Background: an optimization exercise with open tools, aiming at small area, a short achievable clock period and few clock cycles. Do not read the settings as production practice. No activity file was given, so power comes from the tool's default toggle rates.

==> flow/design.v <==
`default_nettype none
package tti_pkg;
    localparam int MAX_DIGITS  = 16;
    localparam int ALPHA_SLOTS = 16;
    localparam int CHAR_W    = 8;
    localparam int LEN_W     = 5;
    localparam int VALUE_W   = 32;
    localparam int DIGIT_W   = 4;
    localparam int CFG_W     = 64;
    localparam int ADDR_W    = 5;
    localparam int REG_IDX_W = 2;
    localparam logic [REG_IDX_W-1:0] REG_DIGITS_LOW  = 2'd0;
    localparam logic [REG_IDX_W-1:0] REG_DIGITS_HIGH = 2'd1;
    localparam logic [REG_IDX_W-1:0] REG_BASE_LENGTH = 2'd2;
    localparam logic [CHAR_W-1:0] CHAR_NUL   = 8'h00;
    localparam logic [CHAR_W-1:0] CHAR_TAB   = 8'h09;
    localparam logic [CHAR_W-1:0] CHAR_CR    = 8'h0D;
    localparam logic [CHAR_W-1:0] CHAR_SPACE = 8'h20;
    localparam logic [CHAR_W-1:0] CHAR_PLUS  = 8'h2B;
    localparam logic [CHAR_W-1:0] CHAR_MINUS = 8'h2D;
    function automatic logic is_space(input logic [CHAR_W-1:0] c);
        is_space = (c == CHAR_SPACE) || ((c >= CHAR_TAB) && (c <= CHAR_CR));
    endfunction
    function automatic logic is_reserved(input logic [CHAR_W-1:0] c);
        is_reserved = (c == CHAR_NUL) || (c == CHAR_PLUS) || (c == CHAR_MINUS) || is_space(c);
    endfunction
endpackage
`default_nettype wire
`default_nettype none
module text_to_integer_any_base
(
    input  wire logic                             clk,
    input  wire logic                             rst_n,
    input  wire logic                             s_tvalid,
    output logic                                  s_tready,
    input  wire logic [7:0]                       s_tdata,    
    input  wire logic                             s_tlast,    
    output logic                                  m_tvalid,
    input  wire logic                             m_tready,
    output logic [31:0]                           m_tdata,    
    output logic                                  m_tuser,    
    input  wire logic                             psel,
    input  wire logic                             penable,
    input  wire logic                             pwrite,
    input  wire logic [tti_pkg::ADDR_W-1:0]       paddr,
    input  wire logic [tti_pkg::CFG_W-1:0]        pwdata,
    output logic [tti_pkg::CFG_W-1:0]             prdata,
    output logic                                  pready
);
    localparam logic [1:0] PH_SPACE  = 2'd0;
    localparam logic [1:0] PH_SIGN   = 2'd1;
    localparam logic [1:0] PH_DIGIT  = 2'd2;
    localparam logic [1:0] PH_FROZEN = 2'd3;
    logic [63:0] lo_q;
    logic [63:0] hi_q;
    logic [4:0]  len_q;
    logic        lo_v;
    logic        hi_v;
    logic        len_v;
    logic        rd_lo;
    logic        rd_hi;
    logic        rd_len;
    logic        cfg_write;
    logic [1:0]  cfg_idx;
    assign pready    = 1'b1;
    assign cfg_write = psel && penable && pwrite;
    assign cfg_idx   = paddr[4:3];
    always_ff @(posedge clk)
    begin
        if (cfg_write && (cfg_idx == tti_pkg::REG_DIGITS_LOW))
            lo_q <= pwdata;
        if (cfg_write && (cfg_idx == tti_pkg::REG_DIGITS_HIGH))
            hi_q <= pwdata;
        if (cfg_write && (cfg_idx == tti_pkg::REG_BASE_LENGTH))
            len_q <= pwdata[4:0];
        rd_lo  <= (cfg_idx == tti_pkg::REG_DIGITS_LOW)  && lo_v;
        rd_hi  <= (cfg_idx == tti_pkg::REG_DIGITS_HIGH) && hi_v;
        rd_len <= (cfg_idx == tti_pkg::REG_BASE_LENGTH) && len_v;
    end
    always_ff @(posedge clk or negedge rst_n)
    begin
        if (!rst_n)
        begin
            lo_v  <= 1'b0;
            hi_v  <= 1'b0;
            len_v <= 1'b0;
        end
        else if (cfg_write)
        begin
            if (cfg_idx == tti_pkg::REG_DIGITS_LOW)
                lo_v <= 1'b1;
            if (cfg_idx == tti_pkg::REG_DIGITS_HIGH)
                hi_v <= 1'b1;
            if (cfg_idx == tti_pkg::REG_BASE_LENGTH)
                len_v <= 1'b1;
        end
    end
    assign prdata = ({64{rd_lo}} & lo_q) | ({64{rd_hi}} & hi_q) |
                    {59'd0, {5{rd_len}} & len_q};
    logic       busy;        
    logic [3:0] cnt;         
    logic       ok_q;        
    logic [7:0]  alpha [16];
    logic [7:0]  a_sel;
    logic [7:0]  c;
    logic [15:0] in_range;
    logic [15:0] m;
    logic [3:0]  enc;
    logic        c_nul;
    logic        c_space;
    logic        c_minus;
    logic        c_plus;
    logic        c_hit;
    logic [3:0]  c_d;
    always_comb
    begin
        for (int i = 0; i < 8; i++)
        begin
            alpha[i]     = lo_q[i*8 +: 8];
            alpha[i + 8] = hi_q[i*8 +: 8];
        end
    end
    assign a_sel = alpha[cnt];
    assign c     = busy ? a_sel : s_tdata;
    always_comb
    begin
        enc = '0;
        for (int i = 0; i < 16; i++)
        begin
            in_range[i] = (5'(i) < len_q);
            m[i]        = in_range[i] && (alpha[i] == c);
            if (m[i])
                enc = enc | 4'(i);
        end
    end
    assign c_nul   = (c == tti_pkg::CHAR_NUL);
    assign c_space = tti_pkg::is_space(c);
    assign c_minus = (c == tti_pkg::CHAR_MINUS);
    assign c_plus  = (c == tti_pkg::CHAR_PLUS);
    assign c_hit   = |m;
    assign c_d     = enc;
    logic        slot_bad;
    logic        len_bad;
    assign slot_bad = in_range[cnt] &&
                      (c_nul || c_space || c_minus || c_plus || |(m & ~(16'd1 << cnt)));
    assign len_bad  = !len_v || !lo_v || (len_q < 5'd2) || (len_q > 5'd16) ||
                      ((len_q > 5'd8) && !hi_v);
    always_ff @(posedge clk or negedge rst_n)
    begin
        if (!rst_n)
        begin
            busy <= 1'b0;
            ok_q <= 1'b0;
        end
        else if (cfg_write)
        begin
            busy <= 1'b1;
            ok_q <= 1'b1;
        end
        else if (busy)
        begin
            if (slot_bad || len_bad)
                ok_q <= 1'b0;
            if (cnt == 4'd15)
                busy <= 1'b0;
        end
    end
    always_ff @(posedge clk)
    begin
        if (cfg_write)
            cnt <= 4'd0;
        else if (busy)
            cnt <= cnt + 4'd1;
    end
    typedef struct packed {
        logic       last;
        logic       nul;
        logic       space;
        logic       minus;
        logic       plus;
        logic       hit;
        logic [3:0] d;
    } beat_t;
    beat_t in_b;
    beat_t main_b;
    beat_t skid_b;
    logic  main_v;
    logic  skid_v;
    logic  out_v;
    logic  fire;
    logic  in_hs;
    assign in_b     = {s_tlast, c_nul, c_space, c_minus, c_plus, c_hit, c_d};
    assign s_tready = !skid_v;
    assign in_hs    = s_tvalid && !skid_v;
    assign fire     = main_v && (!out_v || m_tready);
    always_ff @(posedge clk)
    begin
        if (!skid_v)
            skid_b <= in_b;
        if (!main_v || fire)
            main_b <= skid_v ? skid_b : in_b;
    end
    always_ff @(posedge clk or negedge rst_n)
    begin
        if (!rst_n)
        begin
            main_v <= 1'b0;
            skid_v <= 1'b0;
        end
        else if (!main_v || fire)
        begin
            main_v <= skid_v || in_hs;
            skid_v <= 1'b0;
        end
        else if (in_hs)
            skid_v <= 1'b1;
    end
    logic [1:0]  phase_q;
    logic [1:0]  phase_n;
    logic        neg_q;
    logic        neg_n;
    logic [31:0] acc_q;
    logic [31:0] acc_n;
    logic        acc_we;
    logic        pre;
    logic        dig;
    logic        hit;
    logic        xo;                    
    logic [31:0] ta;
    logic [31:0] tb;
    logic [31:0] tc;
    logic [31:0] sum;
    assign pre = !phase_q[1];
    assign dig = (phase_q == PH_DIGIT);
    assign hit = main_b.hit;
    always_comb
    begin
        phase_n = phase_q;
        neg_n   = neg_q;
        if (phase_q != PH_FROZEN)
        begin
            if (main_b.nul)
                phase_n = PH_FROZEN;
            else if ((phase_q == PH_SPACE) && main_b.space)
                phase_n = PH_SPACE;
            else if (pre && main_b.minus)
            begin
                phase_n = PH_SIGN;
                neg_n   = !neg_q;
            end
            else if (pre && main_b.plus)
                phase_n = PH_SIGN;
            else if (hit && ok_q)
                phase_n = PH_DIGIT;
            else
                phase_n = PH_FROZEN;
        end
    end
    logic        ra1, ra2, ra3, ra4, rb1, rb2, rb1n, rcp, rcn;
    logic [4:0]  rkn;                   
    logic        rkp;                   
    logic        ra1_n, ra2_n, ra3_n, ra4_n, rb1_n, rb2_n, rb1n_n, rcp_n, rcn_n;
    always_comb
    begin
        ra1_n = 1'b0; ra2_n = 1'b0; ra3_n = 1'b0; ra4_n = 1'b0;
        rb1_n = 1'b0; rb2_n = 1'b0; rb1n_n = 1'b0;
        rcp_n = 1'b0; rcn_n = 1'b0;
        unique case (len_q)
            5'd2:  begin ra1_n = 1'b1; end
            5'd3:  begin ra1_n = 1'b1; rcp_n = 1'b1; end
            5'd4:  begin ra2_n = 1'b1; end
            5'd5:  begin ra2_n = 1'b1; rcp_n = 1'b1; end
            5'd6:  begin ra2_n = 1'b1; rb1_n = 1'b1; end
            5'd7:  begin ra3_n = 1'b1; rcn_n = 1'b1; end
            5'd8:  begin ra3_n = 1'b1; end
            5'd9:  begin ra3_n = 1'b1; rcp_n = 1'b1; end
            5'd10: begin ra3_n = 1'b1; rb1_n = 1'b1; end
            5'd11: begin ra3_n = 1'b1; rb1_n = 1'b1; rcp_n = 1'b1; end
            5'd12: begin ra3_n = 1'b1; rb2_n = 1'b1; end
            5'd13: begin ra3_n = 1'b1; rb2_n = 1'b1; rcp_n = 1'b1; end
            5'd14: begin ra4_n = 1'b1; rb1n_n = 1'b1; end
            5'd15: begin ra4_n = 1'b1; rcn_n = 1'b1; end
            5'd16: begin ra4_n = 1'b1; end
            default: ;
        endcase
    end
    always_ff @(posedge clk)
    begin
        ra1  <= ra1_n;
        ra2  <= ra2_n;
        ra3  <= ra3_n;
        ra4  <= ra4_n;
        rb1  <= rb1_n;
        rb2  <= rb2_n;
        rb1n <= rb1n_n;
        rcp  <= rcp_n;
        rcn  <= rcn_n;
        rkn  <= (len_q - 5'd1) + {4'd0, rb1n_n || rcn_n};
        rkp  <= rb1n_n || rcn_n;
    end
    logic        gh;                    
    logic        gn;                    
    logic        hv;                    
    logic [4:0]  kp;
    logic [31:0] s1;
    logic [31:0] c1;
    logic [31:0] s2;
    logic [31:0] c2;
    logic [31:0] pv;                    
    assign hv  = hit && ok_q;
    assign gh  = dig && hit;
    assign gn  = dig && !hit;
    assign ta  = ({32{ra1}} & {acc_q[30:0], 1'b0}) | ({32{ra2}} & {acc_q[29:0], 2'b0}) |
                 ({32{ra3}} & {acc_q[28:0], 3'b0}) | ({32{ra4}} & {acc_q[27:0], 4'b0});
    assign tb  = ({32{rb1}} & {acc_q[30:0], 1'b0}) | ({32{rb2}} & {acc_q[29:0], 2'b0}) |
                 ({32{rb1n}} & ~{acc_q[30:0], 1'b0});
    assign tc  = ({32{rcp}} & acc_q) | ({32{rcn}} & ~acc_q);
    assign kp  = {1'b0, main_b.d} + (neg_q ? rkn : {4'd0, rkp});
    assign s1  = ta ^ tb ^ tc;
    assign c1  = {(ta[30:0] & tb[30:0]) | (ta[30:0] & tc[30:0]) | (tb[30:0] & tc[30:0]), 1'b0};
    assign s2  = s1 ^ c1 ^ {27'd0, kp};
    assign c2  = {(s1[30:0] & c1[30:0]) | (s1[30:0] & {26'd0, kp}) | (c1[30:0] & {26'd0, kp}),
                  1'b0};
    assign sum = s2 + c2;
    assign pv  = !hv ? 32'd0 :
                 !neg_q ? {28'd0, main_b.d} :
                 (main_b.d == 4'd0) ? 32'hFFFF_FFFF : {28'd0, main_b.d - 4'd1};
    assign xo  = neg_q && (hv ? main_b.last : dig);
    assign acc_n  = (gh ? sum : gn ? acc_q : pv) ^ {32{xo}};
    assign acc_we = fire && (phase_q != PH_FROZEN);
    always_ff @(posedge clk)
    begin
        if (acc_we)
            acc_q <= acc_n;
    end
    always_ff @(posedge clk or negedge rst_n)
    begin
        if (!rst_n)
        begin
            phase_q <= PH_SPACE;
            neg_q   <= 1'b0;
            out_v   <= 1'b0;
        end
        else
        begin
            if (fire)
            begin
                if (main_b.last)
                begin
                    phase_q <= PH_SPACE;
                    neg_q   <= 1'b0;
                end
                else
                begin
                    phase_q <= phase_n;
                    neg_q   <= neg_n;
                end
            end
            if (fire && main_b.last)
                out_v <= 1'b1;
            else if (m_tready)
                out_v <= 1'b0;
        end
    end
    assign m_tvalid = out_v;
    assign m_tdata  = acc_q;
    assign m_tuser  = ok_q;
endmodule
`default_nettype wire
Settings: LEC_CHECK=0, CAP_MARGIN=20, CORE_MARGIN=2, CORE_UTILIZATION=40, PLACE_DENSITY=0.6, SETUP_SLACK_MARGIN=5, SLEW_MARGIN=20, TNS_END_PERCENT=5; clock period 8.0 ns.
run.sh (not shown) runs the stock make flow with config.mk's settings and CLKGATE_MAP_FILE= SYNTH_SCRIPT=/design/flow/synth_recipe.tcl, a recipe that flattens the netlist after the stock synthesis.
The baseline went through all stages and came out clean.
Rerun with:
--- a/flow/design.v
+++ b/flow/design.v
@@ -57,8 +57,8 @@
     logic        lo_v;
     logic        hi_v;
     logic        len_v;
-    logic        rd_lo;
-    logic        rd_hi;
+    logic [3:0]  rd_lo;       
+    logic [3:0]  rd_hi;
     logic        rd_len;
     logic        cfg_write;
     logic [1:0]  cfg_idx;
@@ -73,9 +73,15 @@
             hi_q <= pwdata;
         if (cfg_write && (cfg_idx == tti_pkg::REG_BASE_LENGTH))
             len_q <= pwdata[4:0];
-        rd_lo  <= (cfg_idx == tti_pkg::REG_DIGITS_LOW)  && lo_v;
-        rd_hi  <= (cfg_idx == tti_pkg::REG_DIGITS_HIGH) && hi_v;
-        rd_len <= (cfg_idx == tti_pkg::REG_BASE_LENGTH) && len_v;
+        rd_lo[0] <= (cfg_idx == tti_pkg::REG_DIGITS_LOW) && lo_v;
+        rd_lo[1] <= (cfg_idx == tti_pkg::REG_DIGITS_LOW) && lo_v && psel;
+        rd_lo[2] <= (cfg_idx == tti_pkg::REG_DIGITS_LOW) && lo_v && !penable;
+        rd_lo[3] <= (cfg_idx == tti_pkg::REG_DIGITS_LOW) && lo_v && psel && !penable;
+        rd_hi[0] <= (cfg_idx == tti_pkg::REG_DIGITS_HIGH) && hi_v;
+        rd_hi[1] <= (cfg_idx == tti_pkg::REG_DIGITS_HIGH) && hi_v && psel;
+        rd_hi[2] <= (cfg_idx == tti_pkg::REG_DIGITS_HIGH) && hi_v && !penable;
+        rd_hi[3] <= (cfg_idx == tti_pkg::REG_DIGITS_HIGH) && hi_v && psel && !penable;
+        rd_len   <= (cfg_idx == tti_pkg::REG_BASE_LENGTH) && len_v;
     end
     always_ff @(posedge clk or negedge rst_n)
     begin
@@ -95,8 +101,12 @@
                 len_v <= 1'b1;
         end
     end
-    assign prdata = ({64{rd_lo}} & lo_q) | ({64{rd_hi}} & hi_q) |
-                    {59'd0, {5{rd_len}} & len_q};
+    always_comb
+    begin
+        for (int i = 0; i < 64; i++)
+            prdata[i] = (rd_lo[i / 16] && lo_q[i]) || (rd_hi[i / 16] && hi_q[i]);
+        prdata[4:0] = prdata[4:0] | ({5{rd_len}} & len_q);
+    end
     logic       busy;        
     logic [3:0] cnt;         
     logic       ok_q;        
@@ -225,7 +235,8 @@
     logic        pre;
     logic        dig;
     logic        hit;
-    logic        xo;                    
+    logic        dgt_q;                 
+    logic        oneg_q;                
     logic [31:0] ta;
     logic [31:0] tb;
     logic [31:0] tc;
@@ -259,6 +270,7 @@
     logic        ra1, ra2, ra3, ra4, rb1, rb2, rb1n, rcp, rcn;
     logic [4:0]  rkn;                   
     logic        rkp;                   
+    logic [4:0]  kc_q;                  
     logic        ra1_n, ra2_n, ra3_n, ra4_n, rb1_n, rb2_n, rb1n_n, rcp_n, rcn_n;
     always_comb
     begin
@@ -297,6 +309,7 @@
         rcn  <= rcn_n;
         rkn  <= (len_q - 5'd1) + {4'd0, rb1n_n || rcn_n};
         rkp  <= rb1n_n || rcn_n;
+        kc_q <= neg_q ? rkn : {4'd0, rkp};
     end
     logic        gh;                    
     logic        gn;                    
@@ -315,7 +328,7 @@
     assign tb  = ({32{rb1}} & {acc_q[30:0], 1'b0}) | ({32{rb2}} & {acc_q[29:0], 2'b0}) |
                  ({32{rb1n}} & ~{acc_q[30:0], 1'b0});
     assign tc  = ({32{rcp}} & acc_q) | ({32{rcn}} & ~acc_q);
-    assign kp  = {1'b0, main_b.d} + (neg_q ? rkn : {4'd0, rkp});
+    assign kp  = {1'b0, main_b.d} + kc_q;
     assign s1  = ta ^ tb ^ tc;
     assign c1  = {(ta[30:0] & tb[30:0]) | (ta[30:0] & tc[30:0]) | (tb[30:0] & tc[30:0]), 1'b0};
     assign s2  = s1 ^ c1 ^ {27'd0, kp};
@@ -325,13 +338,14 @@
     assign pv  = !hv ? 32'd0 :
                  !neg_q ? {28'd0, main_b.d} :
                  (main_b.d == 4'd0) ? 32'hFFFF_FFFF : {28'd0, main_b.d - 4'd1};
-    assign xo  = neg_q && (hv ? main_b.last : dig);
-    assign acc_n  = (gh ? sum : gn ? acc_q : pv) ^ {32{xo}};
-    assign acc_we = fire && (phase_q != PH_FROZEN);
+    assign acc_n  = gh ? sum : pv;
+    assign acc_we = fire && (pre || gh);
     always_ff @(posedge clk)
     begin
         if (acc_we)
             acc_q <= acc_n;
+        if (fire && main_b.last)
+            oneg_q <= neg_q && (dgt_q || (pre && hv));
     end
     always_ff @(posedge clk or negedge rst_n)
     begin
@@ -339,6 +353,7 @@
         begin
             phase_q <= PH_SPACE;
             neg_q   <= 1'b0;
+            dgt_q   <= 1'b0;
             out_v   <= 1'b0;
         end
         else
@@ -349,11 +364,14 @@
                 begin
                     phase_q <= PH_SPACE;
                     neg_q   <= 1'b0;
+                    dgt_q   <= 1'b0;
                 end
                 else
                 begin
                     phase_q <= phase_n;
                     neg_q   <= neg_n;
+                    if (pre && hv)
+                        dgt_q <= 1'b1;
                 end
             end
             if (fire && main_b.last)
@@ -363,7 +381,7 @@
         end
     end
     assign m_tvalid = out_v;
-    assign m_tdata  = acc_q;
+    assign m_tdata  = acc_q ^ {32{oneg_q}};
     assign m_tuser  = ok_q;
 endmodule
 `default_nettype wire
The new run completed without violations. Sequential share of layout area went down by 1.8 points. Wire length went up by well over a third. Final area went up by roughly a tenth. Combinational power went up by a quarter to a third. Global-route usage went up by 10 points. Utilization hardly moves. Critical path depth is unchanged. Total power went up by about a fifth. Register-to-register slack is worse by 0.14 ns. Synthesized area went up by roughly a tenth. Flip-flop and latch count went up by 13. Non-clock buffer count went up by 31. Fmax went down by a few percent.
No functional check of the RTL was part of any run of this note.

==> separate check: timing with driven ports <==
How much do the figures lean on ideal ports? The routed layouts below were timed once more, with nothing changed but the port constraints.
Step 1 assumes that a clkbuf_16 drives the clock port and a buf_2 every other input.
Step 2 moves the port delays by t, midway between the first and last clock arrival at a register: inputs arrive t later, outputs are due t later. That takes back most of the time a late clock gives input paths.
Three values: ideal ports, drivers, drivers and shift; two values: the first two.
| run | t, ns | setup WS [ns] | latest minus earliest clock arrival (ns) | cell pins on the clock port's net |
|---|---|---|---|---|
| the first run | 0.593 | 3.325 / 3.325 / 3.325 | 0.011 / 0.010 | 1 |
| the second run | 0.610 | 3.190 / 3.190 / 3.190 | 0.009 / 0.010 | 1 |
After both steps every run listed still meets setup and hold.
